From an optimization exercise on the open Yosys and OpenROAD flow, aimed at small area; shortcuts taken in it are not production practice. RTL that was checked went through simulation tests only; none was proved equivalent to the original. Only the layout flow was run in runs 2 and 3; the RTL was not checked for function there. Power is estimated from default activity; no workload was simulated.

File: flow/run.sh
#!/bin/bash
# synth_recipe.tcl (not shown) runs the flow's synth.tcl, then flattens the netlist and writes it again
# the make line also repeats each setting of config.mk as NAME=value (left out here)
make -C /OpenROAD-flow-scripts/flow DESIGN_CONFIG=/design/flow/config.mk WORK_HOME=/design/flow/orfs CLKGATE_MAP_FILE= SYNTH_SCRIPT=/design/flow/synth_recipe.tcl finish
File: flow/config.mk
export PLATFORM = sky130hd
export DESIGN_NAME = msi_ordering_bridge
export DESIGN_NICKNAME = msi_ordering_bridge
export VERILOG_FILES = /design/flow/design.v
export SDC_FILE = /design/flow/constraint.sdc
export NUM_CORES = 4
export LEC_CHECK = 0
export ABC_AREA = 1
export CAP_MARGIN = 20
export CORE_MARGIN = 2
export CORE_UTILIZATION = 55
export SLEW_MARGIN = 20
File: flow/constraint.sdc
create_clock -name core_clock -period 7.0 [get_ports {clk}]
set_input_delay 1.4000 -clock core_clock [delete_from_list [all_inputs] [get_ports {clk}]]
set_output_delay 1.4000 -clock core_clock [all_outputs]
set_load 0.01 [all_outputs]
File: flow/design.v
package msi_ordering_pkg;
  localparam int NUM_VECTORS = 32;
  localparam int VEC_W       = 5;
  localparam int DATA_W      = 32;
  localparam int AXI_ADDR_W  = 36;
  localparam int AXI_ID_W    = 4;
  typedef logic [VEC_W-1:0]      vec_t;
  typedef logic [DATA_W-1:0]     msi_data_t;
  typedef logic [DATA_W/8-1:0]   byte_en_t;
  typedef logic [AXI_ADDR_W-1:0] axi_addr_t;
  typedef logic [7:0]            pend_cnt_t;
  typedef struct packed {
    vec_t      vec;
    msi_data_t data;
    byte_en_t  byte_en;
  } msi_req_t;
  typedef struct packed {
    vec_t      vec;
    msi_data_t data;
  } gic_msg_t;
  typedef struct packed {
    logic [AXI_ID_W-1:0] id;
    axi_addr_t           addr;
    logic [7:0]          len;
    logic [2:0]          prot;
  } aw_beat_t;
  typedef struct packed {
    logic [AXI_ID_W-1:0] id;
    logic [1:0]          resp;
  } b_beat_t;
endpackage
`timescale 1ns/1ps
module msi_ordering_bridge (
  input  logic        clk
 ,input  logic        rst
 ,input  logic        msi_valid
 ,input  logic [4:0]  msi_vec
 ,input  logic [31:0] msi_data
 ,input  logic [3:0]  msi_be
 ,output logic        msi_ready
 ,output logic        gic_valid
 ,output logic [4:0]  gic_vec
 ,output logic [31:0] gic_data
 ,input  logic        gic_ready
 ,output logic        flush_valid
 ,output logic [35:0] flush_addr
 ,input  logic        flush_ready
 ,input  logic        in_aw_valid
 ,input  logic [3:0]  in_aw_id
 ,input  logic [35:0] in_aw_addr
 ,input  logic [7:0]  in_aw_len
 ,input  logic [2:0]  in_aw_prot
 ,output logic        in_aw_ready
 ,output logic        out_aw_valid
 ,output logic [3:0]  out_aw_id
 ,output logic [35:0] out_aw_addr
 ,output logic [7:0]  out_aw_len
 ,output logic [2:0]  out_aw_prot
 ,input  logic        out_aw_ready
 ,input  logic        out_b_valid
 ,input  logic [3:0]  out_b_id
 ,input  logic [1:0]  out_b_resp
 ,output logic        out_b_ready
 ,output logic        in_b_valid
 ,output logic [3:0]  in_b_id
 ,output logic [1:0]  in_b_resp
 ,input  logic        in_b_ready
 ,input  logic [35:0] csr_flush_base
);
  logic [4:0]        wp;      
  logic [4:0]        op;      
  logic [4:0]        fp;      
  logic              boot;    
  logic [15:0][4:0]  vq;
  logic [15:0][31:0] dq;
  logic [15:0][30:0] bq;
  logic        o_full, o_empty, f_full, f_empty;
  logic        msi_accept, head_pop, flush_pop;
  logic [31:0] masked;
  logic        head_clear;
  assign o_empty = (wp == op);
  assign f_empty = (wp == fp);
  assign o_full  = (wp[3:0] == op[3:0]) & (wp[4] ^ op[4]);
  assign f_full  = (wp[3:0] == fp[3:0]) & (wp[4] ^ fp[4]);
  assign msi_ready  = ~boot & ~o_full & ~f_full;
  assign msi_accept = msi_valid & msi_ready;
  always_comb begin
    for (int i = 0; i < 4; i++) begin
      masked[8*i +: 8] = msi_data[8*i +: 8] & {8{msi_be[i]}};
    end
  end
  assign gic_valid = ~o_empty & head_clear;
  assign gic_vec   = vq[op[3:0]];
  assign gic_data  = dq[op[3:0]];
  assign head_pop  = gic_valid & gic_ready;
  assign flush_valid = ~f_empty;
  assign flush_addr  = {bq[fp[3:0]], 5'b0};
  assign flush_pop   = flush_valid & flush_ready;
  always_ff @(posedge clk) begin
    if (rst) begin
      wp   <= '0;
      op   <= '0;
      fp   <= '0;
      boot <= 1'b1;
    end else begin
      boot <= 1'b0;
      if (msi_accept) wp <= wp + 5'd1;
      if (head_pop)   op <= op + 5'd1;
      if (flush_pop)  fp <= fp + 5'd1;
    end
  end
  always_ff @(posedge clk) begin
    for (int i = 0; i < 16; i++) begin
      if (msi_accept & (wp[3:0] == 4'(i))) begin
        vq[i] <= msi_vec;
        bq[i] <= csr_flush_base[35:5];
      end
      if (msi_accept & ((wp[3:0] == 4'(i)) | (vq[i] == msi_vec))) begin
        dq[i] <= masked;
      end
    end
  end
  logic             base_match;
  logic             pend_full;
  logic             aw_fire, b_fire, flush_fire;
  logic [4:0]       pw, pr, pd;    
  logic [7:0]       aw_cnt, b_cnt;
  logic [7:0]       b_cnt_inc;
  logic [15:0][7:0] tq;
  assign base_match = (in_aw_addr[35:5] == csr_flush_base[35:5]);
  assign out_aw_id   = in_aw_id;
  assign out_aw_len  = in_aw_len;
  assign out_aw_prot = in_aw_prot;
  assign out_aw_addr = {in_aw_addr[35:5], in_aw_addr[4:0] & {5{~base_match}}};
  assign pend_full    = (pw[3:0] == pr[3:0]) & (pw[4] ^ pr[4]);
  assign out_aw_valid = in_aw_valid & ~pend_full;
  assign in_aw_ready  = out_aw_ready & ~pend_full;
  assign in_b_valid  = out_b_valid;
  assign in_b_id     = out_b_id;
  assign in_b_resp   = out_b_resp;
  assign out_b_ready = in_b_ready;
  assign aw_fire    = in_aw_valid & in_aw_ready;
  assign b_fire     = out_b_valid & in_b_ready;
  assign flush_fire = aw_fire & base_match;
  assign b_cnt_inc  = b_cnt + 8'd1;
  always_ff @(posedge clk) begin
    if (rst) begin
      pw         <= '0;
      pr         <= '0;
      pd         <= '0;
      aw_cnt     <= '0;
      b_cnt      <= '0;
      head_clear <= 1'b0;
    end else begin
      if (aw_fire) aw_cnt <= aw_cnt + 8'd1;
      if (b_fire)  b_cnt  <= b_cnt_inc;
      if (flush_fire) pw <= pw + 5'd1;
      if (head_pop)   pr <= pr + 5'd1;
      if (b_fire & (pd != pw) & (tq[pd[3:0]] == b_cnt_inc)) pd <= pd + 5'd1;
      head_clear <= ~head_pop & (pd != pr);
    end
  end
  always_ff @(posedge clk) begin
    for (int i = 0; i < 16; i++) begin
      if (flush_fire & (pw[3:0] == 4'(i))) begin
        tq[i] <= aw_cnt + 8'd1;
      end
    end
  end
endmodule
==> results_tabular.tex, run 1 <==
\begin{tabular}{lr}
\hline
Metric & Value \\
\hline
\multicolumn{2}{l}{\textbf{Final layout}} \\
\quad Net total in the final layout & 4432 \\
\quad Register Area & $\sim$37000 um2 \\
\quad Number of fillers in the final layout & around 7300 \\
\quad Footprint of the multi-input gates & between 10000 and 15000 um2 \\
\quad Fin cells & approximately 5600 \\
\quad Proportion of layout cells with a drive suffix above 1 & 0.0709 \\
\quad Layout Area Growth over Synthesis & 13.9\% \\
\multicolumn{2}{l}{\textbf{Setup path}} \\
\quad Worst r2r path cells & 11 \\
\quad Critical path class & input pin to output port \\
\quad Buffering stage count on the worst path with inverters included & 3 \\
\quad Startpoint Class & input pin \\
\quad Largest delay share family, worst path & buffers and inverters \\
\quad Worst reg2reg endpoint & dq[210]\$\_DFFE\_PP\_ \\
\quad Biggest cell delay along the critical path & between 0.8 and 0.9 ns \\
\quad CP Capture Type & output port \\
\quad Cell type of the slowest stage on the worst timing path & sky130\_fd\_sc\_hd\_\_clkdlybuf4s50\_1 \\
\quad Data arrival time of the critical path & between 4 and 5 ns \\
\quad Source of the worst register-to-register timing path & fp[0]\$\_SDFFE\_PP0P\_ \\
\quad Critical Path Most Common Cell & sky130\_fd\_sc\_hd\_\_clkdlybuf4s50\_1 \\
\quad CP Data Required Time & 5.60 ns \\
\quad Critical Path, Cell by Cell & clkdlybuf4s50\_1 > xnor2\_1 > nand2\_1 > nor3\_1 > nand4\_1 > nor3\_2 > buf\_4 > nor2\_1 > clkdlybuf4s50\_1 \\
\quad Internal reg-to-reg setup slack & about 2.3 ns \\
\quad Maximum fanout encountered on the critical timing path & 17 \\
\multicolumn{2}{l}{\textbf{Detailed routing}} \\
\quad Residual antenna-violating net count after detailed routing & 0 \\
\quad First-pass detailed-route iteration total & 5 \\
\quad Count of vias placed by the detailed router & 32900 \\
\quad Routed Wire Length & 132 mm \\
\quad DRC violations left & 0 \\
\quad Wire length per cell & 23.4 um \\
\quad Vias per std cell & roughly 5.8 \\
\quad Iter 0 DRT Violations & 3259 \\
\multicolumn{2}{l}{\textbf{Die}} \\
\quad Initial core utilization & 0.554 \\
\quad Height of the die & between 300 and 400 um \\
\quad Area of the core & 94900 um2 \\
\quad Standard-cell rows & between 100 and 150 \\
\quad Total I/O pin count & 280 \\
\quad Die footprint & 98100 um2 \\
\quad X dimension of the die & around 310 um \\
\multicolumn{2}{l}{\textbf{Logic synthesis}} \\
\quad Syn Area/Cell & approximately 13 um2 \\
\quad Cell with the most instances after synthesis & sky130\_fd\_sc\_hd\_\_edfxtp\_1 \\
\quad Cell count after synthesis & slightly above 4000 \\
\quad Cell taking the most area after synthesis & sky130\_fd\_sc\_hd\_\_edfxtp\_1 \\
\quad Most used DFF post-synth & sky130\_fd\_sc\_hd\_\_edfxtp\_1 \\
\quad Fraction of post-synthesis cell area in the top cell type by area & 0.694 \\
\quad Seq/Total Area, Yosys & 0.713 \\
\quad Top post-synthesis cells by area & sky130\_fd\_sc\_hd\_\_edfxtp\_1, sky130\_fd\_sc\_hd\_\_nor2\_1, sky130\_fd\_sc\_hd\_\_nand2\_1, sky130\_fd\_sc\_hd\_\_o21ai\_0, sky130\_fd\_sc\_hd\_\_o32ai\_1 \\
\quad Count of unique library cells instantiated by Yosys & 43 \\
\quad Asr flop ratio synth & 0 \\
\quad Number of enable flip-flop cells after synthesis & about 1200 \\
\quad Most frequent cells after synthesis & sky130\_fd\_sc\_hd\_\_edfxtp\_1, sky130\_fd\_sc\_hd\_\_nor2\_1, sky130\_fd\_sc\_hd\_\_nand2\_1 \\
\quad Yosys Warn Count & 1 \\
\quad Cell area after technology mapping & around 53000 um2 \\
\quad Yosys reg bits & roughly 1300 \\
\multicolumn{2}{l}{\textbf{Placed design}} \\
\quad Gp weighted congestion & slightly below 0.8 \\
\quad HPWL Detailed & between 60 and 70 mm \\
\quad Number of placed instances with taps included & around 5400 \\
\quad Worst slack at placement & about 1.3 ns \\
\quad Number of I/O port buffers & between 200 and 250 \\
\multicolumn{2}{l}{\textbf{GRT}} \\
\quad Grt total ovfl & 0 \\
\quad Total track usage & 0.268 \\
\quad Number of antenna violations at the first check in global routing & 7 \\
\quad Via count of the first global-routing pass & 30900 \\
\quad First-pass GRT wire length & around 200 mm \\
\quad Largest net degree at the start of global routing & 252 \\
\multicolumn{2}{l}{\textbf{Clock tree}} \\
\quad Buffer count from post-CTS setup fixing & 0 \\
\quad Max clock buf depth & 3 \\
\quad Clock latency at the later pin of the worst-skew pair & $\sim$0.73 ns \\
\quad Clock transition at the registers of the reported paths & around 0.060 ns \\
\quad Maximum level of the CTS H-tree & 4 \\
\quad CTS Sinks & approximately 1300 \\
\quad Total clock buffers created by CTS & 134 \\
\quad Total of cells resized after clock tree synthesis & 0 \\
\quad Master cell of the clock root buffer & sky130\_fd\_sc\_hd\_\_clkbuf\_16 \\
\quad Number of buffers inserted by hold repair at cts & 0 \\
\quad TritonCTS clock tree & yes \\
\multicolumn{2}{l}{\textbf{Worst hold path}} \\
\quad Start point of the worst min-delay path & fp[4]\$\_SDFFE\_PP0P\_ \\
\quad Kind of path behind the tightest hold check & register to register \\
\quad Cell depth of the worst hold path & 1 \\
\quad WHS Endpoint & fp[4]\$\_SDFFE\_PP0P\_ \\
\multicolumn{2}{l}{\textbf{Timing}} \\
\quad Worst Tran Pin Value & roughly 1.1 ns \\
\quad Maximum clock frequency & approximately 0.18 GHz \\
\quad Final count of pins violating max slew & 0 \\
\quad Tcrit/Tclk final & 0.805 \\
\quad Unrepaired setup endpoints after global routing & false \\
\quad Final Hold Viols & 0 \\
\quad Setup clock skew after layout & 0.0199 ns \\
\quad Headroom to the max-slew limit & 0.257 \\
\quad Final sum of negative setup slack & 0 ns \\
\quad Endpoints failing setup & 0 \\
\quad Final worst-path setup slack & about 1.4 ns \\
\quad Min Clock Period, post-route & 5.64 ns \\
\multicolumn{2}{l}{\textbf{Outcome}} \\
\quad Run status & complete, no violations \\
\multicolumn{2}{l}{\textbf{Power and ir drop}} \\
\quad Reg power frac & 0.512 \\
\quad Internal power consumption & roughly 13 mW \\
\quad PwrDens & 274 nW/um2 \\
\quad Cell leakage power & about 20 nW \\
\quad Net switching power & $\sim$3.6 mW \\
\quad Total power after layout & roughly 16 mW \\
\quad Combinational cell fraction of total power & 0.074 \\
\quad Fraction of power spent switching nets & 0.217 \\
\quad Clock power share & 0.414 \\
\quad Highest ir drop seen on vdd & $\sim$0.23 mV \\
\multicolumn{2}{l}{\textbf{Job}} \\
\quad Max cap viols & 0 \\
\hline
\end{tabular}
## power groups by stage
stage / clock (mW) / combinational, mW / sequential [mW]
floorplan: 0 / 0.728 / 8.53
global placement: 0 / 1.20 / 8.56
detailed placement: 0 / 1.21 / 8.56
CTS: 6.91 / 1.21 / 8.40
global route: 7.21 / 1.32 / 8.41
finish: 6.80 / 1.21 / 8.40
## registers in the layout (all words and copies together) (netlist names), 8 cells and up
name / flops
bq: 496
vq: 80
tq: 128
dq: 512
aw_cnt: 8
b_cnt: 8
## area by class of cell
cell class	instances	share of cell area
clock buffer	178	0.0612
sequential	1264	0.626
inverter	206	0.0133
antenna	2	0.0000836
tap	1265	0.0264
clock inverter	54	0.00844
timing repair buffer	294	0.0483
multi-input combinational	2375	0.216
## layer usage
metal	GRT usage	vias up	wire length, um
li1	-	15200	-
met1	0.380	16300	57200
met2	0.429	1080	62300
met3	0.0463	194	8990
met4	0.0817	6	3430
met5	0	-	34
## worst max path at each step
stage                                  start         endpoint  slack, ns  depth (start not counted)
final                     csr_flush_base[32]   out_aw_addr[0]       1.36                          9
after global routing      csr_flush_base[32]   out_aw_addr[3]       1.19                          9
after CTS                 csr_flush_base[32]   out_aw_addr[2]       1.28                          9
after detailed placement  csr_flush_base[32]   out_aw_addr[2]       1.29                          9
after global placement    csr_flush_base[32]   out_aw_addr[3]       1.30                          9
after floorplan                    msi_valid  dq[0]$_DFFE_PP_       2.48                          5
## through the flow
stage | cell area (um2) | hold WS [ns] | util
finish | 59900 | 0.471 | 0.631
global route | 59900 | 0.517 | 0.631
CTS | 59800 | 0.474 | 0.630
detailed placement | 55600 | 0.459 | 0.586
global placement | 55600 | 0.455 | 0.586
floorplan | 52600 | 0.442 | -
## cell families after synthesis
kind of cell / count (synthesis) / share of synthesized area
simple gates: 1458 / 0.113
flops: 1264 / 0.713
compound gates: 663 / 0.0844
buf+inv: 522 / 0.0451
xor+xnor: 129 / 0.0215
mux: 106 / 0.0202
fa+ha+maj: 14 / 0.00333
other cells: 1 / 0.0000713
## cells in the final DEF, fill, tap and decap left out, types with 4 or more instances in the layout
master                            Yosys  routed
sky130_fd_sc_hd__xor2_1              57      55
sky130_fd_sc_hd__nand4_1             23      23
sky130_fd_sc_hd__clkbuf_16            0     141
sky130_fd_sc_hd__nor2_4               2      23
sky130_fd_sc_hd__xnor2_1             72      71
sky130_fd_sc_hd__bufinv_16            0      10
sky130_fd_sc_hd__dfxtp_1             48      41
sky130_fd_sc_hd__nand2_1            455     455
sky130_fd_sc_hd__o221ai_1           106     106
sky130_fd_sc_hd__dfxtp_4              0       4
sky130_fd_sc_hd__clkdlybuf4s50_1      0     227
sky130_fd_sc_hd__a21oi_1             34      33
sky130_fd_sc_hd__clkinv_2             0      20
sky130_fd_sc_hd__o21ai_1              7       7
sky130_fd_sc_hd__nor4_1               6       6
sky130_fd_sc_hd__nand3_1            202     202
sky130_fd_sc_hd__o32ai_1            166     166
sky130_fd_sc_hd__nor2_1             714     693
sky130_fd_sc_hd__inv_1              198     195
sky130_fd_sc_hd__inv_2                3       6
sky130_fd_sc_hd__o211ai_1            30      30
sky130_fd_sc_hd__nor3_1              26      25
sky130_fd_sc_hd__ha_1                14      14
sky130_fd_sc_hd__clkinv_1             3      22
sky130_fd_sc_hd__conb_1               1       5
sky130_fd_sc_hd__o22ai_1              6       6
sky130_fd_sc_hd__edfxtp_1          1216    1216
sky130_fd_sc_hd__buf_12               0       6
sky130_fd_sc_hd__o21ai_0            309     309
sky130_fd_sc_hd__nand2_2              6       6
sky130_fd_sc_hd__mux2i_1            106     106
sky130_fd_sc_hd__or2_2                4      16
sky130_fd_sc_hd__buf_4               69      59
sky130_fd_sc_hd__clkbuf_1           167      37
==> run 2: changes to the inputs <==
--- a/flow/design.v
+++ b/flow/design.v
@@ -92,7 +92,17 @@
   assign gic_valid = ~o_empty & head_clear;
-  assign gic_vec   = vq[op[3:0]];
-  assign gic_data  = dq[op[3:0]];
+  logic [15:0] op_sel, fp_sel;
+  assign op_sel = 16'd1 << op[3:0];
+  assign fp_sel = 16'd1 << fp[3:0];
+  always_comb begin
+    gic_vec  = '0;
+    gic_data = '0;
+    flush_addr = '0;
+    for (int i = 0; i < 16; i++) begin
+      gic_vec  = gic_vec  | (vq[i] & {5{op_sel[i]}});
+      gic_data = gic_data | (dq[i] & {32{op_sel[i]}});
+      flush_addr[35:5] = flush_addr[35:5] | (bq[i] & {31{fp_sel[i]}});
+    end
+  end
   assign head_pop  = gic_valid & gic_ready;
   assign flush_valid = ~f_empty;
-  assign flush_addr  = {bq[fp[3:0]], 5'b0};
   assign flush_pop   = flush_valid & flush_ready;
--- a/flow/config.mk
+++ b/flow/config.mk
@@ -7,3 +7,2 @@
 export LEC_CHECK = 0
-export ABC_AREA = 1
 export CAP_MARGIN = 20
==> results_tabular.tex, run 2 <==
\begin{tabular}{lr}
\hline
Metric & Value \\
\hline
\multicolumn{2}{l}{\textbf{Logic synthesis}} \\
\quad Cell with the most instances after synthesis & sky130\_fd\_sc\_hd\_\_edfxtp\_1 \\
\quad Most frequent cells after synthesis & sky130\_fd\_sc\_hd\_\_edfxtp\_1, sky130\_fd\_sc\_hd\_\_a22oi\_1, sky130\_fd\_sc\_hd\_\_a221oi\_1 \\
\quad Fraction of post-synthesis cell area in the top cell type by area & 0.741 (+0.0463) \\
\quad Yosys Warn Count & 1 (unchanged) \\
\quad Seq/Total Area, Yosys & 0.760 (+0.0475) \\
\quad Asr flop ratio synth & 0 (unchanged) \\
\quad Syn Area/Cell & 17.5 um2 (+38\%) \\
\quad Top post-synthesis cells by area & sky130\_fd\_sc\_hd\_\_edfxtp\_1, sky130\_fd\_sc\_hd\_\_a22oi\_1, sky130\_fd\_sc\_hd\_\_a221oi\_1, sky130\_fd\_sc\_hd\_\_a22o\_1, sky130\_fd\_sc\_hd\_\_xor2\_1 \\
\quad Cell taking the most area after synthesis & sky130\_fd\_sc\_hd\_\_edfxtp\_1 \\
\quad Count of unique library cells instantiated by Yosys & 68 (+58\%) \\
\quad Cell area after technology mapping & 49300 um2 (-6.2\%) \\
\quad Cell count after synthesis & 2824 (-32\%) \\
\quad Number of enable flip-flop cells after synthesis & 1216 (unchanged) \\
\quad Yosys reg bits & 1264 (unchanged) \\
\quad Most used DFF post-synth & sky130\_fd\_sc\_hd\_\_edfxtp\_1 \\
\multicolumn{2}{l}{\textbf{Clock tree}} \\
\quad TritonCTS clock tree & yes \\
\quad Number of buffers inserted by hold repair at cts & 0 (unchanged) \\
\quad Buffer count from post-CTS setup fixing & 0 (unchanged) \\
\quad Maximum level of the CTS H-tree & 4 (unchanged) \\
\quad CTS Sinks & 1264 (unchanged) \\
\quad Clock latency at the later pin of the worst-skew pair & 0.73 ns (about the same) \\
\quad Total clock buffers created by CTS & 132 (-1.5\%) \\
\quad Master cell of the clock root buffer & sky130\_fd\_sc\_hd\_\_clkbuf\_16 \\
\quad Max clock buf depth & 3 (unchanged) \\
\quad Clock transition at the registers of the reported paths & 0.05 ns (about the same) \\
\quad Total of cells resized after clock tree synthesis & 0 (unchanged) \\
\multicolumn{2}{l}{\textbf{Setup path}} \\
\quad Worst r2r path cells & 7 (-4) \\
\quad Critical path class & input pin to output port \\
\quad Internal reg-to-reg setup slack & 3.03 ns (+0.70 ns) \\
\quad Worst reg2reg endpoint & bq[274]\$\_DFFE\_PP\_ \\
\quad CP Capture Type & output port \\
\quad Startpoint Class & input pin \\
\quad Data arrival time of the critical path & 4.87 ns (+0.63 ns) \\
\quad Source of the worst register-to-register timing path & wp[2]\$\_SDFFE\_PP0P\_ \\
\quad Critical Path Most Common Cell & sky130\_fd\_sc\_hd\_\_clkdlybuf4s50\_1 \\
\quad CP Data Required Time & 5.60 ns (about the same) \\
\quad Cell type of the slowest stage on the worst timing path & sky130\_fd\_sc\_hd\_\_clkdlybuf4s50\_1 \\
\quad Maximum fanout encountered on the critical timing path & 17 (unchanged) \\
\quad Biggest cell delay along the critical path & 0.83 ns (-0.02 ns) \\
\quad Critical Path, Cell by Cell & clkdlybuf4s50\_1 > xor2\_1 > nor4\_1 > buf\_4 > nand4\_1 > or2\_2 > and2\_1 > clkdlybuf4s50\_1 \\
\multicolumn{2}{l}{\textbf{Detailed routing}} \\
\quad DRC violations left & 0 (unchanged) \\
\quad Count of vias placed by the detailed router & 27600 (-16\%) \\
\quad Routed Wire Length & 130 mm (-1.7\%) \\
\quad First-pass detailed-route iteration total & 7 (+2) \\
\quad Wire length per cell & 30.0 um (+28\%) \\
\quad Vias per std cell & 6.37 (+9.4\%) \\
\quad Iter 0 DRT Violations & 2562 (-21\%) \\
\quad Residual antenna-violating net count after detailed routing & 0 (unchanged) \\
\multicolumn{2}{l}{\textbf{Timing}} \\
\quad Tcrit/Tclk final & 0.896 (+0.0909) \\
\quad Worst Tran Pin Value & 1.24 ns (+0.121 ns) \\
\quad Final worst-path setup slack & 0.728 ns (-0.636 ns) \\
\quad Setup clock skew after layout & 0.0203 ns (+0.000433 ns) \\
\quad Endpoints failing setup & 0 (unchanged) \\
\quad Unrepaired setup endpoints after global routing & false \\
\quad Headroom to the max-slew limit & 0.177 (-0.0804) \\
\quad Final count of pins violating max slew & 0 (unchanged) \\
\quad Final Hold Viols & 0 (unchanged) \\
\quad Maximum clock frequency & 0.159 GHz (-10\%) \\
\quad Final sum of negative setup slack & 0 ns (unchanged) \\
\quad Min Clock Period, post-route & 6.27 ns (+0.636 ns) \\
\multicolumn{2}{l}{\textbf{Die}} \\
\quad Area of the core & 88600 um2 (-6.6\%) \\
\quad Initial core utilization & 0.556 (+0.00186) \\
\quad Total I/O pin count & 280 (unchanged) \\
\quad Standard-cell rows & 109 (-3.5\%) \\
\quad X dimension of the die & 303 um (-3.1\%) \\
\quad Die footprint & 92100 um2 (-6.2\%) \\
\quad Height of the die & 303 um (-3.1\%) \\
\multicolumn{2}{l}{\textbf{GRT}} \\
\quad Via count of the first global-routing pass & 27500 (-11\%) \\
\quad Grt total ovfl & 0 (unchanged) \\
\quad Largest net degree at the start of global routing & 54 (-79\%) \\
\quad Total track usage & 0.283 (+0.0144) \\
\quad Number of antenna violations at the first check in global routing & 13 (+6) \\
\quad First-pass GRT wire length & 185 mm (-5.6\%) \\
\multicolumn{2}{l}{\textbf{Power and ir drop}} \\
\quad PwrDens & 286 nW/um2 (+4.5\%) \\
\quad Highest ir drop seen on vdd & 0.242 mV (+3.9\%) \\
\quad Total power after layout & 16.3 mW (-0.71\%) \\
\quad Cell leakage power & 18.3 nW (-10\%) \\
\multicolumn{2}{l}{\textbf{Final layout}} \\
\quad Leading registers by flop count & dq: 512 flops, bq: 496 flops, tq: 128 flops \\
\quad Number of fillers in the final layout & 6198 (-15\%) \\
\quad Fin cells & 4329 (-23\%) \\
\quad Register with the most flip-flops & dq \\
\quad Highest-count cells in the layout ignoring fill and taps & sky130\_fd\_sc\_hd\_\_edfxtp\_1, sky130\_fd\_sc\_hd\_\_a22oi\_1, sky130\_fd\_sc\_hd\_\_clkdlybuf4s50\_1, sky130\_fd\_sc\_hd\_\_clkbuf\_16, sky130\_fd\_sc\_hd\_\_a221oi\_1 \\
\quad Register Area & 37500 um2 (about the same) \\
\quad Net total in the final layout & 3228 (-27\%) \\
\quad Number of flip-flops in the largest register & 512 (unchanged) \\
\quad Layout Area Growth over Synthesis & 15.4\% \\
\quad Footprint of the multi-input gates & 10900 um2 (-16\%) \\
\quad Most common cell after layout, fill and taps aside & sky130\_fd\_sc\_hd\_\_edfxtp\_1 \\
\quad Proportion of layout cells with a drive suffix above 1 & 0.134 (+0.0635) \\
\quad Share of the core filled with cells & 0.642 (+0.0105) \\
\multicolumn{2}{l}{\textbf{Placed design}} \\
\quad HPWL Detailed & 73.0 mm (+5.8\%) \\
\quad Number of placed instances with taps included & 4092 (-24\%) \\
\quad Number of I/O port buffers & 227 (unchanged) \\
\quad Gp weighted congestion & 0.814 (+3.1\%) \\
\quad Worst slack at placement & 0.746 ns (-0.540 ns) \\
\multicolumn{2}{l}{\textbf{Worst hold path}} \\
\quad Start point of the worst min-delay path & b\_cnt[1]\$\_SDFFE\_PP0P\_ \\
\quad WHS Endpoint & b\_cnt[1]\$\_SDFFE\_PP0P\_ \\
\quad Kind of path behind the tightest hold check & register to register \\
\quad Cell depth of the worst hold path & 2 (+1) \\
\multicolumn{2}{l}{\textbf{Outcome}} \\
\quad Run status & complete, no violations \\
\multicolumn{2}{l}{\textbf{Job}} \\
\quad Max cap viols & 0 (unchanged) \\
\hline
\end{tabular}
## run 2: cell type report
class | instances | area share
clock buffers | 179 | 0.0643
diodes | 2 | 0.0000880
flip-flops and latches | 1264 | 0.659
repair buffers | 318 | 0.0519
clock inverters | 56 | 0.00594
inverters | 19 | 0.00125
well taps | 1165 | 0.0256
multi-input cells | 1326 | 0.192
## run 2: power breakdown
part	switching (mW)	internal [mW]
clock	2.75	3.76
sequential	0.0288	8.34
combinational	0.809	0.610
total	3.59	12.7
## run 2: worst max-delay path by stage
stage                       startpoint                 to  slack, ns  depth (start not counted)
global placement    csr_flush_base[33]     out_aw_addr[0]       0.79                          8
detailed placement  csr_flush_base[33]     out_aw_addr[3]       0.75                          8
global route        csr_flush_base[33]     out_aw_addr[3]       0.64                          8
CTS                 csr_flush_base[33]     out_aw_addr[3]       0.73                          8
finish              csr_flush_base[33]     out_aw_addr[2]       0.73                          8
floorplan                    msi_valid  bq[465]$_DFFE_PP_       2.25                          3
## run 2: worst max-delay path, delay by kind of cell
family	cells	cell delay, ns
xor gates and xnor gates	1	0.34
buffers and inverters	3	1.54
and+or+nand+nor	4	1.58
## run 2: routing by layer
metal	routed length, um	up-vias	GRT usage
met5	122	-	0
met4	3720	20	0.0930
met3	11000	233	0.0626
met2	63200	1196	0.463
met1	51700	14200	0.380
li1	-	11900	-
## run 2: cell families after synthesis
family,after synthesis,synth area share
AOI/OAI and AO/OA,575,0.0956
buffers and inverters,238,0.0248
and+or+nand+nor,413,0.0447
DFF,1264,0.760
adders and majority gates,24,0.00609
muxes,132,0.0372
xor gates and xnor gates,177,0.0314
other,1,0.0000761
## run 2: through the flow
step	hold slack, ns	instance area (um2)
2_1_floorplan	0.470	49300
3_3_place_gp	0.485	52900
3_5_place_dp	0.499	52900
4_1_cts	0.509	56800
5_1_grt	0.560	56900
6_report	0.532	56900
==> run 3: changes to the inputs <==
--- a/flow/config.mk
+++ b/flow/config.mk
@@ -9,3 +9,5 @@
 export CORE_MARGIN = 2
-export CORE_UTILIZATION = 55
+export CORE_UTILIZATION = 65
+export CTS_BUF_LIST = sky130_fd_sc_hd__clkbuf_4
+export CTS_CLUSTER_SIZE = 20
 export SLEW_MARGIN = 20
==> results_tabular.tex, run 3 <==
\begin{tabular}{lr}
\hline
Metric & Value \\
\hline
\multicolumn{2}{l}{\textbf{Clock tree}} \\
\quad Number of buffers inserted by hold repair at cts & 0 (unchanged) \\
\quad Total of cells resized after clock tree synthesis & 0 (unchanged) \\
\quad Master cell of the clock root buffer & sky130\_fd\_sc\_hd\_\_clkbuf\_4 \\
\quad Clock latency at the later pin of the worst-skew pair & 1.15 ns (+0.42 ns) \\
\quad Total clock buffers created by CTS & 321 (+140\%) \\
\quad Buffer count from post-CTS setup fixing & 0 (unchanged) \\
\quad Max clock buf depth & 4 (+1) \\
\quad Maximum level of the CTS H-tree & 5 (+1) \\
\quad TritonCTS clock tree & yes \\
\quad Clock transition at the registers of the reported paths & 0.06 ns (about the same) \\
\quad CTS Sinks & 1264 (unchanged) \\
\multicolumn{2}{l}{\textbf{Power and ir drop}} \\
\quad PwrDens & 277 nW/um2 (-3.4\%) \\
\quad Highest ir drop seen on vdd & 0.228 mV (-5.9\%) \\
\quad Cell leakage power & 18.5 nW (+1.2\%) \\
\quad Total power after layout & 15.6 mW (-4.4\%) \\
\multicolumn{2}{l}{\textbf{Logic synthesis}} \\
\quad Complex-gate fraction of the synthesized area & 0.0956 (unchanged) \\
\quad Area share of fa/ha/maj cells after synthesis & 0.00609 (unchanged) \\
\quad Mux share of post-synthesis cell area & 0.0372 (unchanged) \\
\quad Yosys reg bits & 1264 (unchanged) \\
\quad Yosys Warn Count & 1 (unchanged) \\
\quad Cell count after synthesis & 2824 (unchanged) \\
\quad Most frequent cells after synthesis & sky130\_fd\_sc\_hd\_\_edfxtp\_1, sky130\_fd\_sc\_hd\_\_a22oi\_1, sky130\_fd\_sc\_hd\_\_a221oi\_1 \\
\quad Simple-Gate Fraction of Synth Area & 0.0447 (unchanged) \\
\quad Main combinational cell family by area after synthesis & compound AO/OA/AOI/OAI gates \\
\quad Most used DFF post-synth & sky130\_fd\_sc\_hd\_\_edfxtp\_1 \\
\quad Fraction of post-synthesis cell area in the top cell type by area & 0.741 (unchanged) \\
\quad Seq/Total Area, Yosys & 0.760 (unchanged) \\
\quad Number of enable flip-flop cells after synthesis & 1216 (unchanged) \\
\quad Count of unique library cells instantiated by Yosys & 68 (unchanged) \\
\quad Cell area after technology mapping & 49300 um2 (unchanged) \\
\quad Synthesized-area fraction occupied by xor and xnor cells & 0.0314 (unchanged) \\
\quad Cell taking the most area after synthesis & sky130\_fd\_sc\_hd\_\_edfxtp\_1 \\
\quad Cell with the most instances after synthesis & sky130\_fd\_sc\_hd\_\_edfxtp\_1 \\
\quad Top post-synthesis cells by area & sky130\_fd\_sc\_hd\_\_edfxtp\_1, sky130\_fd\_sc\_hd\_\_a22oi\_1, sky130\_fd\_sc\_hd\_\_a221oi\_1, sky130\_fd\_sc\_hd\_\_a22o\_1, sky130\_fd\_sc\_hd\_\_xor2\_1 \\
\quad Asr flop ratio synth & 0 (unchanged) \\
\quad Syn Area/Cell & 17.5 um2 (unchanged) \\
\multicolumn{2}{l}{\textbf{Outcome}} \\
\quad Run status & complete, no violations \\
\multicolumn{2}{l}{\textbf{Die}} \\
\quad Total I/O pin count & 280 (unchanged) \\
\quad Area of the core & 74800 um2 (-16\%) \\
\quad X dimension of the die & 279 um (-7.9\%) \\
\quad Standard-cell rows & 100 (-8.3\%) \\
\quad Initial core utilization & 0.659 (+0.103) \\
\quad Height of the die & 279 um (-7.9\%) \\
\quad Die footprint & 78100 um2 (-15\%) \\
\multicolumn{2}{l}{\textbf{Final layout}} \\
\quad Net total in the final layout & 3404 (+5.5\%) \\
\quad Register with the most flip-flops & dq \\
\quad Finished Cell Area & 56300 um2 (-1.0\%) \\
\quad Most common cell after layout, fill and taps aside & sky130\_fd\_sc\_hd\_\_edfxtp\_1 \\
\quad Number of flip-flops in the largest register & 512 (unchanged) \\
\quad Fin cells & 4403 (+1.7\%) \\
\quad Highest-count cells in the layout ignoring fill and taps & sky130\_fd\_sc\_hd\_\_edfxtp\_1, sky130\_fd\_sc\_hd\_\_clkbuf\_4, sky130\_fd\_sc\_hd\_\_a22oi\_1, sky130\_fd\_sc\_hd\_\_clkdlybuf4s50\_1, sky130\_fd\_sc\_hd\_\_a221oi\_1 \\
\quad Number of fillers in the final layout & 4498 (-27\%) \\
\quad Share of the core filled with cells & 0.752 (+0.111) \\
\quad Proportion of layout cells with a drive suffix above 1 & 0.205 (+0.0707) \\
\quad Layout Area Growth over Synthesis & 14.2\% \\
\quad Leading registers by flop count & dq: 512 flops, bq: 496 flops, tq: 128 flops \\
\multicolumn{2}{l}{\textbf{Timing}} \\
\quad Endpoints failing setup & 0 (unchanged) \\
\quad Headroom to the max-slew limit & 0.216 (+0.0399) \\
\quad Final sum of negative setup slack & 0 ns (unchanged) \\
\quad Tcrit/Tclk final & 0.882 (-0.0136) \\
\quad Setup clock skew after layout & 0.134 ns (+0.113 ns) \\
\quad Min Clock Period, post-route & 6.18 ns (-0.0952 ns) \\
\quad Unrepaired setup endpoints after global routing & false \\
\quad Final count of pins violating max slew & 0 (unchanged) \\
\quad Maximum clock frequency & 0.162 GHz (+1.5\%) \\
\quad Final Hold Viols & 0 (unchanged) \\
\quad Worst Tran Pin Value & 1.18 ns (-0.0598 ns) \\
\multicolumn{2}{l}{\textbf{Detailed routing}} \\
\quad Count of vias placed by the detailed router & 29000 (+5.0\%) \\
\quad Wire length per cell & 28.5 um (-4.8\%) \\
\quad First-pass detailed-route iteration total & 5 (-2) \\
\quad DRC violations left & 0 (unchanged) \\
\quad Routed Wire Length & 126 mm (-3.1\%) \\
\quad Residual antenna-violating net count after detailed routing & 0 (unchanged) \\
\quad Iter 0 DRT Violations & 3076 (+20\%) \\
\quad Vias per std cell & 6.58 (+3.2\%) \\
\multicolumn{2}{l}{\textbf{Setup path}} \\
\quad Maximum fanout encountered on the critical timing path & 43 (+26) \\
\quad Critical path class & register to output port \\
\quad CP Data Required Time & 5.60 ns (about the same) \\
\quad CP Capture Type & output port \\
\quad Startpoint Class & register \\
\quad Data arrival time of the critical path & 4.78 ns (-0.09 ns) \\
\multicolumn{2}{l}{\textbf{GRT}} \\
\quad Total track usage & 0.323 (+0.0399) \\
\quad Via count of the first global-routing pass & 29100 (+5.6\%) \\
\quad Largest net degree at the start of global routing & 54 (unchanged) \\
\quad Grt total ovfl & 0 (unchanged) \\
\quad Number of antenna violations at the first check in global routing & 3 (-10) \\
\quad First-pass GRT wire length & 182 mm (-1.4\%) \\
\multicolumn{2}{l}{\textbf{Placed design}} \\
\quad Number of placed instances with taps included & 3883 (-5.1\%) \\
\quad Gp weighted congestion & 0.849 (+4.3\%) \\
\quad Number of I/O port buffers & 227 (unchanged) \\
\quad Instance area at placement & 52500 um2 (-0.63\%) \\
\quad HPWL Detailed & 68.2 mm (-6.6\%) \\
\multicolumn{2}{l}{\textbf{Job}} \\
\quad Max cap viols & 0 (unchanged) \\
\multicolumn{2}{l}{\textbf{Worst hold path}} \\
\quad Kind of path behind the tightest hold check & register to register \\
\hline
\end{tabular}
[run 3: cell counts after synthesis]
Identical to the previous run, type by type.
[run 3: final cells by class]
cell class	instances	area, um2	share of cell area
Antenna cell	1	2.50	0.0000444
Clock buffer	441	3310	0.0588
Clock inverter	78	427	0.00758
Inverter	19	71.3	0.00127
Multi-Input combinational cell	1326	10900	0.194
Sequential cell	1264	37500	0.666
Tap cell	969	1210	0.0215
Timing Repair Buffer	305	2870	0.0509
[run 3: layer usage]
| layer | vias up | wire length, um | GRT usage |
|---|---|---|---|
| met2 | 1684 | 62900 | 0.535 |
| met3 | 238 | 11900 | 0.0684 |
| met1 | 14600 | 47600 | 0.430 |
| li1 | 12500 | - | - |
| met4 | 4 | 3290 | 0.114 |
| met5 | - | 22 | 0 |
[run 3: power by group]
group / switching, mW / internal (mW) / total (mW)
clock network: 2.77 / 3.04 / 5.81
logic: 0.798 / 0.606 / 1.40
registers: 0.0290 / 8.34 / 8.37
total: 3.60 / 12.0 / 15.6
[run 3: final timing paths]
kind	startpoint	end	slack [ns]	cells after the start
worst max-delay path	op[3]$_SDFFE_PP0P_	gic_data[30]	0.82	6
worst max register to register	wp[2]$_SDFFE_PP0P_	bq[333]$_DFFE_PP_	3.11	7
worst min register to register	b_cnt[4]$_SDFFE_PP0P_	b_cnt[4]$_SDFFE_PP0P_	0.54	2
worst min-delay path	b_cnt[4]$_SDFFE_PP0P_	b_cnt[4]$_SDFFE_PP0P_	0.54	2
[run 3: worst max-delay path, cell delays in order, from the launching register on]
cell,delay [ns]
sky130_fd_sc_hd__dfxtp_4,0.75
sky130_fd_sc_hd__buf_4,0.69
sky130_fd_sc_hd__and3_2,1.11
sky130_fd_sc_hd__a22o_1,0.28
sky130_fd_sc_hd__a221oi_1,0.05
sky130_fd_sc_hd__nand4_1,0.15
sky130_fd_sc_hd__clkdlybuf4s50_1,0.62
[run 3: cell families (layout without fill, tap and decap cells)]
kind of cell,Yosys count,after routing
xor+xnor,177,177
compound gates,575,575
other cells,1,6
simple gates,413,413
flops,1264,1264
mux,132,132
buf+inv,238,843
fa+ha+maj,24,24
[run 3: stage by stage]
stage	hold WS [ns]	worst slack, ns
floorplan	0.470	2.25
global route	0.552	0.687
detailed placement	0.500	0.944
CTS	0.512	0.752
global placement	0.481	0.969
finish	0.536	0.823
==> run 4: changes to the inputs <==
--- a/flow/design.v
+++ b/flow/design.v
@@ -69,5 +69,4 @@
 );
-  logic [4:0]        wp;      
-  logic [4:0]        op;      
-  logic [4:0]        fp;      
+  logic [15:0]       wp, op, fp;
+  logic              wp_w, op_w, fp_w;
   logic              boot;    
@@ -76,2 +75,3 @@
   logic [15:0][30:0] bq;
+  logic        o_same, f_same;
   logic        o_full, o_empty, f_full, f_empty;
@@ -80,6 +80,8 @@
   logic        head_clear;
-  assign o_empty = (wp == op);
-  assign f_empty = (wp == fp);
-  assign o_full  = (wp[3:0] == op[3:0]) & (wp[4] ^ op[4]);
-  assign f_full  = (wp[3:0] == fp[3:0]) & (wp[4] ^ fp[4]);
+  assign o_same  = |(wp & op);
+  assign f_same  = |(wp & fp);
+  assign o_empty = o_same & (wp_w == op_w);
+  assign f_empty = f_same & (wp_w == fp_w);
+  assign o_full  = o_same & (wp_w ^ op_w);
+  assign f_full  = f_same & (wp_w ^ fp_w);
   assign msi_ready  = ~boot & ~o_full & ~f_full;
@@ -91,17 +93,14 @@
   end
-  assign gic_valid = ~o_empty & head_clear;
-  logic [15:0] op_sel, fp_sel;
-  assign op_sel = 16'd1 << op[3:0];
-  assign fp_sel = 16'd1 << fp[3:0];
   always_comb begin
-    gic_vec  = '0;
-    gic_data = '0;
+    gic_vec    = '0;
+    gic_data   = '0;
     flush_addr = '0;
     for (int i = 0; i < 16; i++) begin
-      gic_vec  = gic_vec  | (vq[i] & {5{op_sel[i]}});
-      gic_data = gic_data | (dq[i] & {32{op_sel[i]}});
-      flush_addr[35:5] = flush_addr[35:5] | (bq[i] & {31{fp_sel[i]}});
+      gic_vec          = gic_vec          | (vq[i] & {5{op[i]}});
+      gic_data         = gic_data         | (dq[i] & {32{op[i]}});
+      flush_addr[35:5] = flush_addr[35:5] | (bq[i] & {31{fp[i]}});
     end
   end
-  assign head_pop  = gic_valid & gic_ready;
+  assign gic_valid   = ~o_empty & head_clear;
+  assign head_pop    = gic_valid & gic_ready;
   assign flush_valid = ~f_empty;
@@ -110,5 +109,8 @@
     if (rst) begin
-      wp   <= '0;
-      op   <= '0;
-      fp   <= '0;
+      wp   <= 16'd1;
+      op   <= 16'd1;
+      fp   <= 16'd1;
+      wp_w <= 1'b0;
+      op_w <= 1'b0;
+      fp_w <= 1'b0;
       boot <= 1'b1;
@@ -116,5 +118,14 @@
       boot <= 1'b0;
-      if (msi_accept) wp <= wp + 5'd1;
-      if (head_pop)   op <= op + 5'd1;
-      if (flush_pop)  fp <= fp + 5'd1;
+      if (msi_accept) begin
+        wp   <= {wp[14:0], wp[15]};
+        wp_w <= wp_w ^ wp[15];
+      end
+      if (head_pop) begin
+        op   <= {op[14:0], op[15]};
+        op_w <= op_w ^ op[15];
+      end
+      if (flush_pop) begin
+        fp   <= {fp[14:0], fp[15]};
+        fp_w <= fp_w ^ fp[15];
+      end
     end
@@ -123,3 +134,3 @@
     for (int i = 0; i < 16; i++) begin
-      if (msi_accept & (wp[3:0] == 4'(i))) begin
+      if (msi_accept & wp[i]) begin
         vq[i] <= msi_vec;
@@ -127,3 +138,3 @@
       end
-      if (msi_accept & ((wp[3:0] == 4'(i)) | (vq[i] == msi_vec))) begin
+      if (msi_accept & (wp[i] | (vq[i] == msi_vec))) begin
         dq[i] <= masked;
--- a/flow/config.mk
+++ b/flow/config.mk
@@ -10,4 +10,5 @@
 export CORE_UTILIZATION = 65
-export CTS_BUF_LIST = sky130_fd_sc_hd__clkbuf_4
-export CTS_CLUSTER_SIZE = 20
+export CTS_BUF_LIST = sky130_fd_sc_hd__clkbuf_16
+export CTS_CLUSTER_DIAMETER = 100
+export CTS_CLUSTER_SIZE = 24
 export SLEW_MARGIN = 20
==> results_tabular.tex, run 4 <==
\begin{tabular}{lr}
\hline
Metric & Value \\
\hline
\multicolumn{2}{l}{\textbf{Setup path}} \\
\quad Worst r2r path cells & 9 (+2) \\
\quad Largest delay share family, worst path & buffers and inverters \\
\quad Buffering stage count on the worst path with inverters included & 3 (+1) \\
\quad Critical path class & input pin to output port \\
\quad Maximum fanout encountered on the critical timing path & 17 (-60\%) \\
\quad Critical Path, Cell by Cell & clkdlybuf4s50\_1 > xnor2\_1 > nand4\_1 > nor4\_1 > nand4\_1 > buf\_4 > and2\_1 > clkdlybuf4s50\_1 \\
\quad Startpoint Class & input pin \\
\quad Data arrival time of the critical path & 4.66 ns (-0.12 ns) \\
\quad CP Data Required Time & 5.60 ns (about the same) \\
\quad Internal reg-to-reg setup slack & 2.69 ns (-0.42 ns) \\
\quad Source of the worst register-to-register timing path & fp[1]\$\_SDFFE\_PP0P\_ \\
\quad Biggest cell delay along the critical path & 0.74 ns (-0.37 ns) \\
\quad Cell type of the slowest stage on the worst timing path & sky130\_fd\_sc\_hd\_\_clkdlybuf4s50\_1 \\
\quad Crit. path cell count & 8 (+2) \\
\quad Worst reg2reg endpoint & dq[373]\$\_DFFE\_PP\_ \\
\quad CP Capture Type & output port \\
\multicolumn{2}{l}{\textbf{Power and ir drop}} \\
\quad Cell leakage power & 17.4 nW (-6.1\%) \\
\quad PwrDens & 239 nW/um2 (-14\%) \\
\quad Highest ir drop seen on vdd & 0.304 mV (+33\%) \\
\quad Total power after layout & 12.9 mW (-17\%) \\
\multicolumn{2}{l}{\textbf{Placed design}} \\
\quad Number of I/O port buffers & 227 (unchanged) \\
\quad HPWL Detailed & 66.7 mm (-2.3\%) \\
\quad Gp weighted congestion & 0.858 (+1.0\%) \\
\quad Instance area at placement & 52400 um2 (-0.20\%) \\
\multicolumn{2}{l}{\textbf{Worst hold path}} \\
\quad Kind of path behind the tightest hold check & register to register \\
\quad Cell depth of the worst hold path & 2 (unchanged) \\
\quad Start point of the worst min-delay path & b\_cnt[1]\$\_SDFFE\_PP0P\_ \\
\quad WHS Endpoint & b\_cnt[1]\$\_SDFFE\_PP0P\_ \\
\multicolumn{2}{l}{\textbf{Clock tree}} \\
\quad Total clock buffers created by CTS & 60 (-81\%) \\
\quad CTS Sinks & 1300 (+2.8\%) \\
\quad Master cell of the clock root buffer & sky130\_fd\_sc\_hd\_\_clkbuf\_16 \\
\quad Buffer count from post-CTS setup fixing & 0 (unchanged) \\
\quad Clock transition at the registers of the reported paths & 0.10 ns (+0.04 ns) \\
\quad Number of buffers inserted by hold repair at cts & 0 (unchanged) \\
\quad Clock latency at the later pin of the worst-skew pair & 0.68 ns (-0.47 ns) \\
\quad TritonCTS clock tree & yes \\
\quad Max clock buf depth & 3 (-1) \\
\quad Total of cells resized after clock tree synthesis & 0 (unchanged) \\
\quad Maximum level of the CTS H-tree & 2 (-3) \\
\multicolumn{2}{l}{\textbf{Logic synthesis}} \\
\quad Simple-Gate Fraction of Synth Area & 0.0352 (-0.00948) \\
\quad Yosys Warn Count & 1 (unchanged) \\
\quad Cell taking the most area after synthesis & sky130\_fd\_sc\_hd\_\_edfxtp\_1 \\
\quad Most used DFF post-synth & sky130\_fd\_sc\_hd\_\_edfxtp\_1 \\
\quad Complex-gate fraction of the synthesized area & 0.107 (+0.0113) \\
\quad Seq/Total Area, Yosys & 0.775 (+0.0153) \\
\quad Most frequent cells after synthesis & sky130\_fd\_sc\_hd\_\_edfxtp\_1, sky130\_fd\_sc\_hd\_\_a221oi\_1, sky130\_fd\_sc\_hd\_\_a22o\_1 \\
\quad Cell count after synthesis & 2756 (-2.4\%) \\
\quad Count of unique library cells instantiated by Yosys & 45 (-34\%) \\
\quad Yosys reg bits & 1300 (+2.8\%) \\
\quad Mux share of post-synthesis cell area & 0.0252 (-0.0119) \\
\quad Cell with the most instances after synthesis & sky130\_fd\_sc\_hd\_\_edfxtp\_1 \\
\quad Synthesized-area fraction occupied by xor and xnor cells & 0.0306 (-0.000859) \\
\quad Asr flop ratio synth & 0 (unchanged) \\
\quad Fraction of post-synthesis cell area in the top cell type by area & 0.741 (about the same) \\
\quad Number of enable flip-flop cells after synthesis & 1216 (unchanged) \\
\quad Top post-synthesis cells by area & sky130\_fd\_sc\_hd\_\_edfxtp\_1, sky130\_fd\_sc\_hd\_\_a221oi\_1, sky130\_fd\_sc\_hd\_\_a22o\_1, sky130\_fd\_sc\_hd\_\_dfxtp\_1, sky130\_fd\_sc\_hd\_\_xor2\_1 \\
\quad Main combinational cell family by area after synthesis & compound AO/OA/AOI/OAI gates \\
\quad Area share of fa/ha/maj cells after synthesis & 0.00203 (-0.00406) \\
\quad Syn Area/Cell & 17.9 um2 (+2.4\%) \\
\quad Cell area after technology mapping & 49300 um2 (about the same) \\
\multicolumn{2}{l}{\textbf{GRT}} \\
\quad First-pass GRT wire length & 181 mm (-0.80\%) \\
\quad Via count of the first global-routing pass & 26900 (-7.5\%) \\
\quad Largest net degree at the start of global routing & 85 (+57\%) \\
\quad Grt total ovfl & 0 (unchanged) \\
\quad Number of antenna violations at the first check in global routing & 3 (unchanged) \\
\quad Total track usage & 0.323 (about the same) \\
\multicolumn{2}{l}{\textbf{Timing}} \\
\quad Headroom to the max-slew limit & 0.215 (-0.00138) \\
\quad Final count of pins violating max slew & 0 (unchanged) \\
\quad Min Clock Period, post-route & 6.06 ns (-0.113 ns) \\
\quad Tcrit/Tclk final & 0.866 (-0.0162) \\
\quad Final Hold Viols & 0 (unchanged) \\
\quad Unrepaired setup endpoints after global routing & false \\
\quad Setup clock skew after layout & 0.0409 ns (-0.0927 ns) \\
\quad Worst hold margin & 0.514 ns (-0.0223 ns) \\
\quad Maximum clock frequency & 0.165 GHz (+1.9\%) \\
\quad Final sum of negative setup slack & 0 ns (unchanged) \\
\quad Endpoints failing setup & 0 (unchanged) \\
\quad Worst Tran Pin Value & 1.18 ns (+0.00208 ns) \\
\multicolumn{2}{l}{\textbf{Detailed routing}} \\
\quad Wire length per cell & 32.3 um (+13\%) \\
\quad Iter 0 DRT Violations & 3487 (+13\%) \\
\quad Count of vias placed by the detailed router & 27500 (-5.2\%) \\
\quad Routed Wire Length & 126 mm (+0.53\%) \\
\quad First-pass detailed-route iteration total & 6 (+1) \\
\quad Residual antenna-violating net count after detailed routing & 0 (unchanged) \\
\quad Vias per std cell & 7.02 (+6.7\%) \\
\quad DRC violations left & 0 (unchanged) \\
\multicolumn{2}{l}{\textbf{Final layout}} \\
\quad Leading registers by flop count & dq: 512 flops, bq: 496 flops, tq: 128 flops \\
\quad Register with the most flip-flops & dq \\
\quad Most common cell after layout, fill and taps aside & sky130\_fd\_sc\_hd\_\_edfxtp\_1 \\
\quad Layout Area Growth over Synthesis & 9.91\% \\
\quad Finished Cell Area & 54100 um2 (-3.8\%) \\
\quad Share of the core filled with cells & 0.725 (-0.0277) \\
\quad Highest-count cells in the layout ignoring fill and taps & sky130\_fd\_sc\_hd\_\_edfxtp\_1, sky130\_fd\_sc\_hd\_\_a22o\_1, sky130\_fd\_sc\_hd\_\_a221oi\_1, sky130\_fd\_sc\_hd\_\_clkdlybuf4s50\_1, sky130\_fd\_sc\_hd\_\_xor2\_1 \\
\quad Number of flip-flops in the largest register & 512 (unchanged) \\
\quad Net total in the final layout & 3053 (-10\%) \\
\quad Proportion of layout cells with a drive suffix above 1 & 0.0860 (-0.119) \\
\multicolumn{2}{l}{\textbf{Die}} \\
\quad Die footprint & 78000 um2 (about the same) \\
\quad Initial core utilization & 0.659 (about the same) \\
\quad Height of the die & 279 um (about the same) \\
\quad X dimension of the die & 279 um (about the same) \\
\quad Standard-cell rows & 100 (unchanged) \\
\quad Total I/O pin count & 280 (unchanged) \\
\quad Area of the core & 74700 um2 (-0.17\%) \\
\multicolumn{2}{l}{\textbf{Job}} \\
\quad Max cap viols & 0 (unchanged) \\
\multicolumn{2}{l}{\textbf{Outcome}} \\
\quad Run status & complete, no violations \\
\hline
\end{tabular}
run 4: cell count changes after synthesis, sizes merged, moves of 25 or more:
cell / before / now
dfxtp: 48 / 84
mux2: 80 / 1
a22oi: 237 / 0
clkbuf: 117 / 142
and3: 45 / 7
a22o: 119 / 280
a221oi: 137 / 280
run 4: layer usage:
metal  track usage  vias to the layer above  wire length, um  part of all wire
li1              -                    11500                -                 -
met1         0.466                    14200            49100              0.39
met2         0.524                     1536            61300              0.48
met3        0.0530                      194            13100              0.10
met4        0.0787                        2             2870             0.023
met5             0                        -               10          0.000079
run 4: metrics by stage:
stage,instances,setup slack (ns)
after global routing,3912,0.870
after detailed placement,3809,0.976
final,3912,0.937
after floorplan,2760,2.66
after CTS,3910,0.966
after global placement,3809,1.02
run 4: cell type report:
| type | instances | area, um2 |
|---|---|---|
| Multi-Input combinational cell | 1215 | 10000 |
| Inverter | 12 | 45.0 |
| Antenna cell | 2 | 5.00 |
| Timing Repair Buffer | 313 | 2910 |
| Clock inverter | 40 | 176 |
| Fill cell | 4562 | 20600 |
| Clock buffer | 61 | 1530 |
| Tap cell | 969 | 1210 |
| Sequential cell | 1300 | 38200 |
run 4: how the worst max path moves through the flow:
| stage | slack [ns] | startpoint | endpoint |
|---|---|---|---|
| 2_1_floorplan | 2.66 | msi_vec[2] | dq[0]$_DFFE_PP_ |
| 3_3_place_gp | 1.02 | csr_flush_base[9] | out_aw_addr[3] |
| 6_report | 0.94 | csr_flush_base[9] | out_aw_addr[0] |
| 4_1_cts | 0.97 | csr_flush_base[9] | out_aw_addr[0] |
| 3_5_place_dp | 0.98 | csr_flush_base[9] | out_aw_addr[4] |
| 5_1_grt | 0.87 | csr_flush_base[9] | out_aw_addr[4] |
run 4: logic make-up (layout without fill, tap and decap cells):
| group | count (synthesis) | count (layout) |
|---|---|---|
| fa+ha+maj | 8 | 8 |
| other cells | 1 | 7 |
| xor+xnor | 172 | 172 |
| flops | 1300 | 1300 |
| simple gates | 329 | 329 |
| mux | 79 | 79 |
| buf+inv | 245 | 426 |
| compound gates | 622 | 622 |
run 4: worst register-to-register path, stage by stage (launching register included):
cell and delay [ns]:
sky130_fd_sc_hd__dfxtp_2 0.70, sky130_fd_sc_hd__a22o_1 0.37, sky130_fd_sc_hd__a221oi_1 0.23, sky130_fd_sc_hd__and4_1 0.31
sky130_fd_sc_hd__o221ai_1 0.19, sky130_fd_sc_hd__a21oi_1 0.30, sky130_fd_sc_hd__nand2_2 0.25, sky130_fd_sc_hd__buf_4 0.37
sky130_fd_sc_hd__nor2_4 0.93, sky130_fd_sc_hd__buf_4 0.39
run 4: power breakdown:
part           internal (mW)  switching (mW)  leakage [nW]
combinational          0.216           0.304          4.55
clock                   1.59            2.26         0.968
sequential              8.52          0.0248          11.9
total                   10.3            2.59          17.4
==> run 5: changes to the inputs <==
==> flow/flow/run.sh (new file) <==
#!/bin/bash
# The standard layout (the standard.sh, ORFS on sky130hd), with three
# changes passed to its make:
#  - ports are buffered with buf_1 instead of the default buffer cell
#  - clock tree: clkbuf_16 only, sinks clustered up to 28 per buffer,
#    no dummy loads
set -uo pipefail
bash standard.sh \
  BUFFER_PORTS_ARGS="-buffer_cell sky130_fd_sc_hd__buf_1" \
  CTS_ARGS="-sink_clustering_enable -repair_clock_nets -dont_use_dummy_load -buf_list sky130_fd_sc_hd__clkbuf_16 -sink_clustering_size 28 -sink_clustering_max_diameter 100" \
  finish > standard.log 2>&1
st=$?
cp -r orfs/logs/sky130hd/msi_ordering_bridge/base ./orfs_logs 2>/dev/null || true
exit $st
==> flow/standard.sh (new file) <==
#!/bin/bash
# synth_recipe.tcl (not shown) runs the flow's synth.tcl, then flattens the netlist and writes it again
# the make line also repeats each setting of config.mk as NAME=value (left out here)
make -C /OpenROAD-flow-scripts/flow DESIGN_CONFIG=/design/flow/config.mk WORK_HOME=/design/flow/orfs CLKGATE_MAP_FILE= SYNTH_SCRIPT=/design/flow/synth_recipe.tcl "${@:-finish}"
==> flow/config.mk (replaced) <==
export PLATFORM = sky130hd
export DESIGN_NAME = msi_ordering_bridge
export DESIGN_NICKNAME = msi_ordering_bridge
export VERILOG_FILES = /design/flow/design.v
export SDC_FILE = /design/flow/constraint.sdc
export NUM_CORES = 4
export LEC_CHECK = 0
export CAP_MARGIN = 5
export CORE_MARGIN = 2
export CORE_UTILIZATION = 75
export GPL_TIMING_DRIVEN = 0
export SLEW_MARGIN = 5
removed: flow/run.sh
==> results_tabular.tex, run 5 <==
\begin{tabular}{lr}
\hline
Metric & Value \\
\hline
\multicolumn{2}{l}{\textbf{Final layout}} \\
\quad Layout Area Growth over Synthesis & 8.65\% \\
\quad Share of the core filled with cells & 0.827 (+0.102) \\
\quad Finished Cell Area & 53500 um2 (-1.1\%) \\
\quad Leading registers by flop count & dq: 512 flops, bq: 496 flops, tq: 128 flops \\
\quad Footprint of the multi-input gates & 10000 um2 (about the same) \\
\quad Most common cell after layout, fill and taps aside & sky130\_fd\_sc\_hd\_\_edfxtp\_1 \\
\quad Register Area & 38200 um2 (-0.11\%) \\
\quad Number of fillers in the final layout & 3146 (-31\%) \\
\quad Register with the most flip-flops & dq \\
\quad Proportion of layout cells with a drive suffix above 1 & 0.0742 (-0.0118) \\
\quad Number of flip-flops in the largest register & 512 (unchanged) \\
\quad Highest-count cells in the layout ignoring fill and taps & sky130\_fd\_sc\_hd\_\_edfxtp\_1, sky130\_fd\_sc\_hd\_\_a22o\_1, sky130\_fd\_sc\_hd\_\_a221oi\_1, sky130\_fd\_sc\_hd\_\_buf\_1, sky130\_fd\_sc\_hd\_\_clkbuf\_1 \\
\quad Net total in the final layout & 3251 (+6.5\%) \\
\multicolumn{2}{l}{\textbf{GRT}} \\
\quad Largest net degree at the start of global routing & 38 (-55\%) \\
\quad First-pass GRT wire length & 201 mm (+11\%) \\
\quad Grt total ovfl & 0 (unchanged) \\
\quad Number of antenna violations at the first check in global routing & 13 (+10) \\
\quad Total track usage & 0.430 (+0.107) \\
\quad Via count of the first global-routing pass & 28900 (+7.7\%) \\
\multicolumn{2}{l}{\textbf{Logic synthesis}} \\
\quad Count of unique library cells instantiated by Yosys & 45 (unchanged) \\
\quad Syn Area/Cell & 17.9 um2 (unchanged) \\
\quad Cell area after technology mapping & 49300 um2 (unchanged) \\
\quad Cell taking the most area after synthesis & sky130\_fd\_sc\_hd\_\_edfxtp\_1 \\
\quad Seq/Total Area, Yosys & 0.775 (unchanged) \\
\quad Most used DFF post-synth & sky130\_fd\_sc\_hd\_\_edfxtp\_1 \\
\quad Asr flop ratio synth & 0 (unchanged) \\
\quad Cell count after synthesis & 2756 (unchanged) \\
\quad Top post-synthesis cells by area & sky130\_fd\_sc\_hd\_\_edfxtp\_1, sky130\_fd\_sc\_hd\_\_a221oi\_1, sky130\_fd\_sc\_hd\_\_a22o\_1, sky130\_fd\_sc\_hd\_\_dfxtp\_1, sky130\_fd\_sc\_hd\_\_xor2\_1 \\
\quad Yosys Warn Count & 1 (unchanged) \\
\quad Fraction of post-synthesis cell area in the top cell type by area & 0.741 (unchanged) \\
\quad Most frequent cells after synthesis & sky130\_fd\_sc\_hd\_\_edfxtp\_1, sky130\_fd\_sc\_hd\_\_a221oi\_1, sky130\_fd\_sc\_hd\_\_a22o\_1 \\
\quad Cell with the most instances after synthesis & sky130\_fd\_sc\_hd\_\_edfxtp\_1 \\
\quad Yosys reg bits & 1300 (unchanged) \\
\quad Number of enable flip-flop cells after synthesis & 1216 (unchanged) \\
\multicolumn{2}{l}{\textbf{Setup path}} \\
\quad Data arrival time of the critical path & 4.57 ns (-0.09 ns) \\
\quad Startpoint Class & input pin \\
\quad Maximum fanout encountered on the critical timing path & 17 (unchanged) \\
\quad Source of the worst register-to-register timing path & fp[1]\$\_SDFFE\_PP0P\_ \\
\quad Startpoint of the worst setup timing path & csr\_flush\_base[9] \\
\quad CP Data Required Time & 5.60 ns (about the same) \\
\quad Internal reg-to-reg setup slack & 2.87 ns (+0.18 ns) \\
\quad Worst reg2reg endpoint & dq[194]\$\_DFFE\_PP\_ \\
\quad Worst r2r path cells & 10 (+1) \\
\quad Critical path class & input pin to output port \\
\quad CP Capture Type & output port \\
\multicolumn{2}{l}{\textbf{Timing}} \\
\quad Worst Tran Pin Value & 1.45 ns (+0.274 ns) \\
\quad Final sum of negative setup slack & 0 ns (unchanged) \\
\quad Final count of pins violating max slew & 0 (unchanged) \\
\quad Setup clock skew after layout & 0.0798 ns (+0.0389 ns) \\
\quad Final Hold Viols & 0 (unchanged) \\
\quad Endpoints failing setup & 0 (unchanged) \\
\quad Maximum clock frequency & 0.167 GHz (+1.5\%) \\
\quad Tcrit/Tclk final & 0.853 (-0.0131) \\
\quad Unrepaired setup endpoints after global routing & false \\
\quad Min Clock Period, post-route & 5.97 ns (-0.0919 ns) \\
\quad Headroom to the max-slew limit & 0.0320 (-0.183) \\
\multicolumn{2}{l}{\textbf{Worst hold path}} \\
\quad WHS Endpoint & b\_cnt[1]\$\_SDFFE\_PP0P\_ \\
\quad Kind of path behind the tightest hold check & register to register \\
\quad Start point of the worst min-delay path & b\_cnt[1]\$\_SDFFE\_PP0P\_ \\
\quad Cell depth of the worst hold path & 2 (unchanged) \\
\multicolumn{2}{l}{\textbf{Clock tree}} \\
\quad Max clock buf depth & 3 (unchanged) \\
\quad Clock latency at the later pin of the worst-skew pair & 0.68 ns (about the same) \\
\quad Master cell of the clock root buffer & sky130\_fd\_sc\_hd\_\_clkbuf\_16 \\
\quad Total of cells resized after clock tree synthesis & 0 (unchanged) \\
\quad Number of buffers inserted by hold repair at cts & 0 (unchanged) \\
\quad Buffer count from post-CTS setup fixing & 0 (unchanged) \\
\quad Maximum level of the CTS H-tree & 2 (unchanged) \\
\quad Clock transition at the registers of the reported paths & 0.10 ns (about the same) \\
\quad CTS Sinks & 1300 (unchanged) \\
\quad Total clock buffers created by CTS & 52 (-13\%) \\
\quad TritonCTS clock tree & yes \\
\multicolumn{2}{l}{\textbf{Detailed routing}} \\
\quad First-pass detailed-route iteration total & 6 (unchanged) \\
\quad Routed Wire Length & 145 mm (+15\%) \\
\quad Count of vias placed by the detailed router & 30200 (+9.9\%) \\
\quad Residual antenna-violating net count after detailed routing & 0 (unchanged) \\
\quad Iter 0 DRT Violations & 6037 (+73\%) \\
\quad Vias per std cell & 7.63 (+8.7\%) \\
\quad Wire length per cell & 36.7 um (+14\%) \\
\quad DRC violations left & 0 (unchanged) \\
\multicolumn{2}{l}{\textbf{Outcome}} \\
\quad Run status & complete, no violations \\
\multicolumn{2}{l}{\textbf{Placed design}} \\
\quad HPWL Detailed & 90.1 mm (+35\%) \\
\quad Number of I/O port buffers & 248 (+9.3\%) \\
\quad Gp weighted congestion & 0.897 (+4.5\%) \\
\quad Instance area at placement & 52200 um2 (-0.39\%) \\
\multicolumn{2}{l}{\textbf{Die}} \\
\quad Area of the core & 64700 um2 (-13\%) \\
\quad Total I/O pin count & 280 (unchanged) \\
\quad Initial core utilization & 0.761 (+0.102) \\
\quad Die footprint & 67700 um2 (-13\%) \\
\quad Standard-cell rows & 93 (-7.0\%) \\
\quad Height of the die & 260 um (-6.8\%) \\
\quad X dimension of the die & 260 um (-6.8\%) \\
\multicolumn{2}{l}{\textbf{Power and ir drop}} \\
\quad Cell leakage power & 16.9 nW (-2.9\%) \\
\quad PwrDens & 234 nW/um2 (-1.8\%) \\
\quad Highest ir drop seen on vdd & 0.280 mV (-7.8\%) \\
\multicolumn{2}{l}{\textbf{Job}} \\
\quad Max cap viols & 0 (unchanged) \\
\hline
\end{tabular}
-- run 5: stage by stage --
stage          cells  total power [mW]  hold WS [ns]  worst slack [ns]
6_report        3956              12.5         0.500              1.03
5_1_grt         3955              12.8         0.547             0.879
4_1_cts         3953              12.5         0.505              1.22
3_5_place_dp    3901              9.19         0.490              1.07
3_3_place_gp    3863              9.16         0.472            -0.612
2_1_floorplan   2760              8.95         0.462              2.66
-- run 5: logic make-up after synthesis --
family	synth area share
multiplexers	0.0252
AND/OR/NAND/NOR	0.0352
AO/OA/AOI/OAI	0.107
buffers and inverters	0.0245
XOR/XNOR	0.0306
flip-flops	0.775
adder cells (fa/ha/maj)	0.00203
other	0.0000761
-- run 5: worst max-delay path by stage --
stage,to,slack [ns],depth (start not counted)
2_1_floorplan,dq[0]$_DFFE_PP_,2.66,6
3_3_place_gp,dq[46]$_DFFE_PP_,-0.61,7
3_5_place_dp,tq[109]$_DFFE_PP_,1.07,9
4_1_cts,out_aw_addr[3],1.22,7
5_1_grt,out_aw_addr[4],0.88,7
6_report,out_aw_addr[3],1.03,7
-- run 5: layout make-up --
cell class | instances | area share
Multi-Input combinational cell | 1215 | 0.187
Timing Repair Buffer | 286 | 0.0320
Sequential cell | 1300 | 0.714
Inverter | 12 | 0.000842
Buffer | 233 | 0.0217
Tap cell | 855 | 0.0200
Clock buffer | 52 | 0.0243
Antenna cell | 3 | 0.000140
-- run 5: power by group --
group / total [mW] / internal [mW] / switching, mW
clock: 3.50 / 1.34 / 2.16
sequential: 8.53 / 8.52 / 0.0160
combinational: 0.501 / 0.152 / 0.349
-- run 5: critical path, stage by stage --
cell                      delay, ns
sky130_fd_sc_hd__buf_1         0.65
sky130_fd_sc_hd__xnor2_1       0.21
sky130_fd_sc_hd__nand4_1       0.14
sky130_fd_sc_hd__nor4_1        0.93
sky130_fd_sc_hd__nand4_1       0.72
sky130_fd_sc_hd__and2_1        0.40
sky130_fd_sc_hd__buf_1         0.12
-- run 5: metal layers --
metal / GRT usage / vias to the layer above / wire (um)
li1: - / 11900 / -
met1: 0.590 / 14700 / 47100
met2: 0.642 / 3007 / 65200
met3: 0.147 / 567 / 25000
met4: 0.183 / 12 / 7930
met5: 0 / - / 82

Check on run 5: ideal ports give 1.029 ns setup slack; a clkbuf_16 on the clock port and buf_2 on the inputs give 0.998 ns; moving port delays by the midpoint clock arrival (0.709 ns) as well gives 0.814 ns.
